What follows belongs to an exercise in optimizing a design on an open flow for small area; a production flow would make more cautious choices. The RTL was checked by simulation tests, not by an equivalence proof against the original design. Power is estimated from default activity; no workload was simulated.

==> job 5832: inputs <==
==> flow/design.v <==
module fir_tap_sequencer #(
    parameter int unsigned NTAPS     = 32,
    parameter int unsigned MAC_LAT   = 3,
    parameter int unsigned COEF_FRAC = 17
) (
    input  logic                     clk,
    input  logic                     rst,
    input  logic [23:0]              in_data,
    input  logic                     in_valid,
    output logic                     in_ready,
    input  logic                     coef_we,
    input  logic [$clog2(NTAPS)-1:0] coef_addr,
    input  logic [17:0]              coef_data,
    output logic [24:0]              mac_a,
    output logic [17:0]              mac_b,
    output logic [47:0]              mac_c,
    input  logic [47:0]              mac_out,
    input  logic                     mac_valid,
    output logic [23:0]              out_data,
    output logic                     out_valid,
    output logic                     err
);
    localparam int unsigned AW = $clog2(NTAPS);
    typedef enum logic [1:0] {
        StIdle,
        StRun,
        StDrain,
        StOut
    } state_e;
    state_e             state_q;
    logic [AW-1:0]      cnt_q;
    logic [AW:0]        fill_q;        
    logic [47:0]        acc_q;
    logic [23:0]        out_data_q;
    logic               out_valid_q;
    logic               err_q;
    logic [MAC_LAT-1:0] pipe_q;
    logic [1:0]         ign_q;
    logic [23:0]        ring_q [NTAPS];
    logic [17:0]        coef_q [NTAPS];
    logic               idle, run, drain;
    logic               accept;
    logic               rotate;
    logic               last_tap;
    logic [47:0]        acc_sum;
    logic [23:0]        fmt_data;
    assign idle     = (state_q == StIdle);
    assign run      = (state_q == StRun);
    assign drain    = (state_q == StDrain);
    assign accept   = idle & in_valid;
    assign last_tap = (cnt_q == AW'(NTAPS - 1));
    assign rotate   = run & ~last_tap;
    assign acc_sum  = acc_q + mac_out;
    always_comb begin
        if (acc_sum[47:40] == 8'h00 || acc_sum[47:40] == 8'hff) begin
            fmt_data = acc_sum[40:17];
        end else if (!acc_sum[47] || acc_sum[46:16] == '0) begin
            fmt_data = 24'h7fffff;
        end else begin
            fmt_data = 24'h800000;
        end
    end
    always_comb begin
        mac_a = '0;
        mac_c = '0;
        if (run) begin
            if (fill_q[AW] || (cnt_q < fill_q[AW-1:0])) begin
                mac_a = {ring_q[0][23], ring_q[0]};
            end
            if (cnt_q >= AW'(MAC_LAT)) begin
                mac_c = mac_out;
            end
        end
    end
    logic [NTAPS-1:0] tap_sel;
    always_comb begin
        tap_sel = '0;
        tap_sel[cnt_q] = run;
    end
    always_comb begin
        mac_b = '0;
        for (int i = 0; i < NTAPS; i++) begin
            mac_b = mac_b | ({18{tap_sel[i]}} & coef_q[i]);
        end
    end
    always_ff @(posedge clk) begin
        if (rst) begin
            state_q <= StIdle;
        end else begin
            unique case (state_q)
                StIdle:  if (in_valid) state_q <= StRun;
                StRun:   if (last_tap) state_q <= StDrain;
                StDrain: if (cnt_q == AW'(MAC_LAT - 1)) state_q <= StOut;
                default: state_q <= StIdle;
            endcase
        end
    end
    always_ff @(posedge clk) begin
        if (idle || (run && last_tap)) begin
            cnt_q <= '0;
        end else begin
            cnt_q <= cnt_q + 1'b1;
        end
    end
    always_ff @(posedge clk) begin
        if (rst) begin
            fill_q <= '0;
        end else if (accept && !fill_q[AW]) begin
            fill_q <= fill_q + 1'b1;
        end
    end
    always_ff @(posedge clk) begin
        if (drain) begin
            acc_q <= acc_sum;
        end else begin
            acc_q <= 48'(1) << (COEF_FRAC - 1);
        end
    end
    always_ff @(posedge clk) begin
        if (rst) begin
            out_data_q  <= '0;
            out_valid_q <= 1'b0;
        end else begin
            out_valid_q <= 1'b0;
            if (drain && cnt_q == AW'(MAC_LAT - 1)) begin
                out_data_q  <= fmt_data;
                out_valid_q <= 1'b1;
            end
        end
    end
    always_ff @(posedge clk) begin
        pipe_q <= {pipe_q[MAC_LAT-2:0], run};
    end
    always_ff @(posedge clk) begin
        if (rst) begin
            ign_q <= 2'(MAC_LAT);
            err_q <= 1'b0;
        end else begin
            if (ign_q != '0) begin
                ign_q <= ign_q - 1'b1;
            end
            if (ign_q == '0 && mac_valid != pipe_q[MAC_LAT-1]) begin
                err_q <= 1'b1;
            end
        end
    end
    always_ff @(posedge clk) begin
        if (accept) begin
            ring_q[0] <= in_data;
        end else if (rotate) begin
            ring_q[0] <= ring_q[1];
        end
    end
    for (genvar i = 1; i < NTAPS; i++) begin : g_ring
        always_ff @(posedge clk) begin
            if (rotate) begin
                ring_q[i] <= ring_q[(i + 1) % NTAPS];
            end
        end
    end
    always_ff @(posedge clk) begin
        if (idle && coef_we) begin
            coef_q[coef_addr] <= coef_data;
        end
    end
    assign in_ready  = idle;
    assign out_data  = out_data_q;
    assign out_valid = out_valid_q;
    assign err       = err_q;
endmodule
==> flow/run.sh <==
#!/bin/bash
# synth_recipe.tcl (not shown) runs the flow's synth.tcl, then flattens the netlist and writes it again
# the make line also repeats each setting of config.mk as NAME=value (left out here)
make -C /OpenROAD-flow-scripts/flow DESIGN_CONFIG=/design/flow/config.mk WORK_HOME=/design/flow/orfs CLKGATE_MAP_FILE= SYNTH_SCRIPT=/design/flow/synth_recipe.tcl finish
==> flow/config.mk <==
export PLATFORM = sky130hd
export DESIGN_NAME = fir_tap_sequencer
export DESIGN_NICKNAME = fir_tap_sequencer
export VERILOG_FILES = /design/flow/design.v
export SDC_FILE = /design/flow/constraint.sdc
export NUM_CORES = 4
export LEC_CHECK = 0
export CAP_MARGIN = 20
export CORE_MARGIN = 2
export CORE_UTILIZATION = 40
export SLEW_MARGIN = 20
==> flow/constraint.sdc <==
create_clock -name core_clock -period 10.0 [get_ports {clk}]
set_input_delay 2.0000 -clock core_clock [delete_from_list [all_inputs] [get_ports {clk}]]
set_output_delay 2.0000 -clock core_clock [all_outputs]
set_load 0.01 [all_outputs]
==> job 1275 (differences from job 5832) <==
--- a/flow/design.v
+++ b/flow/design.v
@@ -1 +1,13 @@
+module fir_ao222n (
+    input  logic a0, b0, a1, b1, a2, b2,
+    output logic y
+);
+    assign y = ~((a0 & b0) | (a1 & b1) | (a2 & b2));
+endmodule
+module fir_ao22n (
+    input  logic a0, b0, a1, b1,
+    output logic y
+);
+    assign y = ~((a0 & b0) | (a1 & b1));
+endmodule
 module fir_tap_sequencer #(
@@ -23,2 +35,3 @@
     localparam int unsigned AW = $clog2(NTAPS);
+    localparam int unsigned NG = NTAPS / 3;       
     typedef enum logic [1:0] {
@@ -34,5 +47,3 @@
     logic [23:0]        out_data_q;
-    logic               out_valid_q;
     logic               err_q;
-    logic [MAC_LAT-1:0] pipe_q;
     logic [1:0]         ign_q;
@@ -44,2 +55,4 @@
     logic               last_tap;
+    logic               mac_live;
+    logic               valid_pred;
     logic [47:0]        acc_sum;
@@ -52,2 +65,3 @@
     assign rotate   = run & ~last_tap;
+    assign mac_live = run & (cnt_q >= AW'(MAC_LAT));
     assign acc_sum  = acc_q + mac_out;
@@ -69,5 +83,5 @@
             end
-            if (cnt_q >= AW'(MAC_LAT)) begin
-                mac_c = mac_out;
-            end
+        end
+        if (mac_live) begin
+            mac_c = mac_out;
         end
@@ -79,7 +93,18 @@
     end
-    always_comb begin
-        mac_b = '0;
-        for (int i = 0; i < NTAPS; i++) begin
-            mac_b = mac_b | ({18{tap_sel[i]}} & coef_q[i]);
+    for (genvar b = 0; b < 18; b++) begin : g_rd
+        logic [NG:0] grp_n;
+        for (genvar j = 0; j < NG; j++) begin : g_grp
+            fir_ao222n u_ao (
+                .a0(tap_sel[3*j]),   .b0(coef_q[3*j][b]),
+                .a1(tap_sel[3*j+1]), .b1(coef_q[3*j+1][b]),
+                .a2(tap_sel[3*j+2]), .b2(coef_q[3*j+2][b]),
+                .y (grp_n[j])
+            );
         end
+        fir_ao22n u_ao_last (
+            .a0(tap_sel[3*NG]),   .b0(coef_q[3*NG][b]),
+            .a1(tap_sel[3*NG+1]), .b1(coef_q[3*NG+1][b]),
+            .y (grp_n[NG])
+        );
+        assign mac_b[b] = ~&grp_n;
     end
@@ -120,15 +145,8 @@
         if (rst) begin
-            out_data_q  <= '0;
-            out_valid_q <= 1'b0;
-        end else begin
-            out_valid_q <= 1'b0;
-            if (drain && cnt_q == AW'(MAC_LAT - 1)) begin
-                out_data_q  <= fmt_data;
-                out_valid_q <= 1'b1;
-            end
+            out_data_q <= '0;
+        end else if (drain && cnt_q == AW'(MAC_LAT - 1)) begin
+            out_data_q <= fmt_data;
         end
     end
-    always_ff @(posedge clk) begin
-        pipe_q <= {pipe_q[MAC_LAT-2:0], run};
-    end
+    assign valid_pred = mac_live | drain;
     always_ff @(posedge clk) begin
@@ -141,3 +159,3 @@
             end
-            if (ign_q == '0 && mac_valid != pipe_q[MAC_LAT-1]) begin
+            if (ign_q == '0 && mac_valid != valid_pred) begin
                 err_q <= 1'b1;
@@ -167,3 +185,3 @@
     assign out_data  = out_data_q;
-    assign out_valid = out_valid_q;
+    assign out_valid = (state_q == StOut);
     assign err       = err_q;
==> flow/flow/run.sh (new file) <==
#!/bin/bash
# The standard layout (standard synthesis unchanged), with two changes after synthesis:
#  * port buffers are sky130_fd_sc_hd__buf_1 instead of the resizer's default choice;
#  * CTS clusters about 16 sinks under each clkbuf_8 leaf and inserts no dummy loads.
# The make output goes to standard_flow.log; ORFS writes each step's log under orfs/logs/.
set -euo pipefail
cd "$(dirname "$0")/.."
bash standard.sh \
  "CTS_ARGS=-sink_clustering_enable -repair_clock_nets -dont_use_dummy_load -sink_clustering_size 16 -sink_clustering_max_diameter 60 -buf_list sky130_fd_sc_hd__clkbuf_8" \
  "BUFFER_PORTS_ARGS=-buffer_cell sky130_fd_sc_hd__buf_1" \
  finish > standard_flow.log 2>&1
==> flow/standard.sh (new file) <==
#!/bin/bash
# synth_recipe.tcl (not shown) runs the flow's synth.tcl, then flattens the netlist and writes it again
# the make line also repeats each setting of config.mk as NAME=value (left out here)
make -C /OpenROAD-flow-scripts/flow DESIGN_CONFIG=/design/flow/config.mk WORK_HOME=/design/flow/orfs CLKGATE_MAP_FILE= SYNTH_SCRIPT=/design/flow/synth_recipe.tcl "${@:-finish}"
CORE_UTILIZATION = 70   (was 40)
PLACE_DENSITY = 0.75   (was not set)
SYNTH_HIERARCHICAL = 1   (was not set)
removed: flow/run.sh
==> comparison table <==
                                                                            job 5832   job 1275
Result of the run                                   no timing/DRC/antenna violations  no timing/DRC/antenna violations
Number of placed instances with taps included                                   4668       3842
Gate count after technology mapping                                             2800       2672
Proportion of synthesized area in mux cells                                  0.00751    0.00653
Register share of the cell area                                                0.698      0.773
Switching part of the total                                                    0.255      0.263
Number of signal-net inverters in the final layout                                33         26
DRC marker count from the first detailed-route iteration                        2949       3995
Logic depth of the worst register-to-register path                                12         13
Total internal power                                                        0.0117 W  0.00948 W
Number of nets in the layout                                                    3320       3162
Transition time at the pin with the least slew margin                        1.11 ns    1.18 ns
Total Wirelength                                                              114 mm     106 mm
Clock tree skew after final layout                                         0.0493 ns   0.102 ns
Synthesized area divided by synthesized cell count                          18.3 um2   18.9 um2
Area used by multi-input combinational logic                                8610 um2   8250 um2
Largest net degree at the start of global routing                                185        203
Reg-to-reg startpoint                                                       acc_q[3]   acc_q[0]
Number of different library cells in the post-synthesis netlist                   84         74
Portion of the clock cycle consumed by the worst path in the final layout      0.715      0.711
Detailed-routed wire length on met3                                          7.28 mm    10.4 mm
Xor-xnor portion of the synthesized cell area                                0.00650    0.00900
Time the final worst path needs with I/O delays and setup                    7.15 ns    7.11 ns

re-timing with driven ports:
Ports are ideal in the flow. The routed layouts listed here were re-timed in OpenROAD. Step 1: set_driving_cell puts a clkbuf_16 on clk and a buf_2 on each other input, an assumption about the parent block. Step 2 moves the port delays by t, midway between the first and last clock arrival at a register: inputs arrive t later, outputs are due t later. That takes back most of the time a late clock gives input paths. Three values: no drivers, after step 1, after step 2; two values: the first two.
run | t, ns | slack for setup (ns) | hold WS [ns] | worst setup path at the end | cell pins on the clock port's net
job 5832 | 0.826 | 2.852 / 2.776 / 3.034 | 0.311 / 0.311 / 0.311 | input to register | 1
job 1275 | 0.760 | 2.885 / 2.823 / 3.275 | 0.356 / 0.356 / 0.356 | input to register | 1
After both steps setup and hold are still met in every run listed.
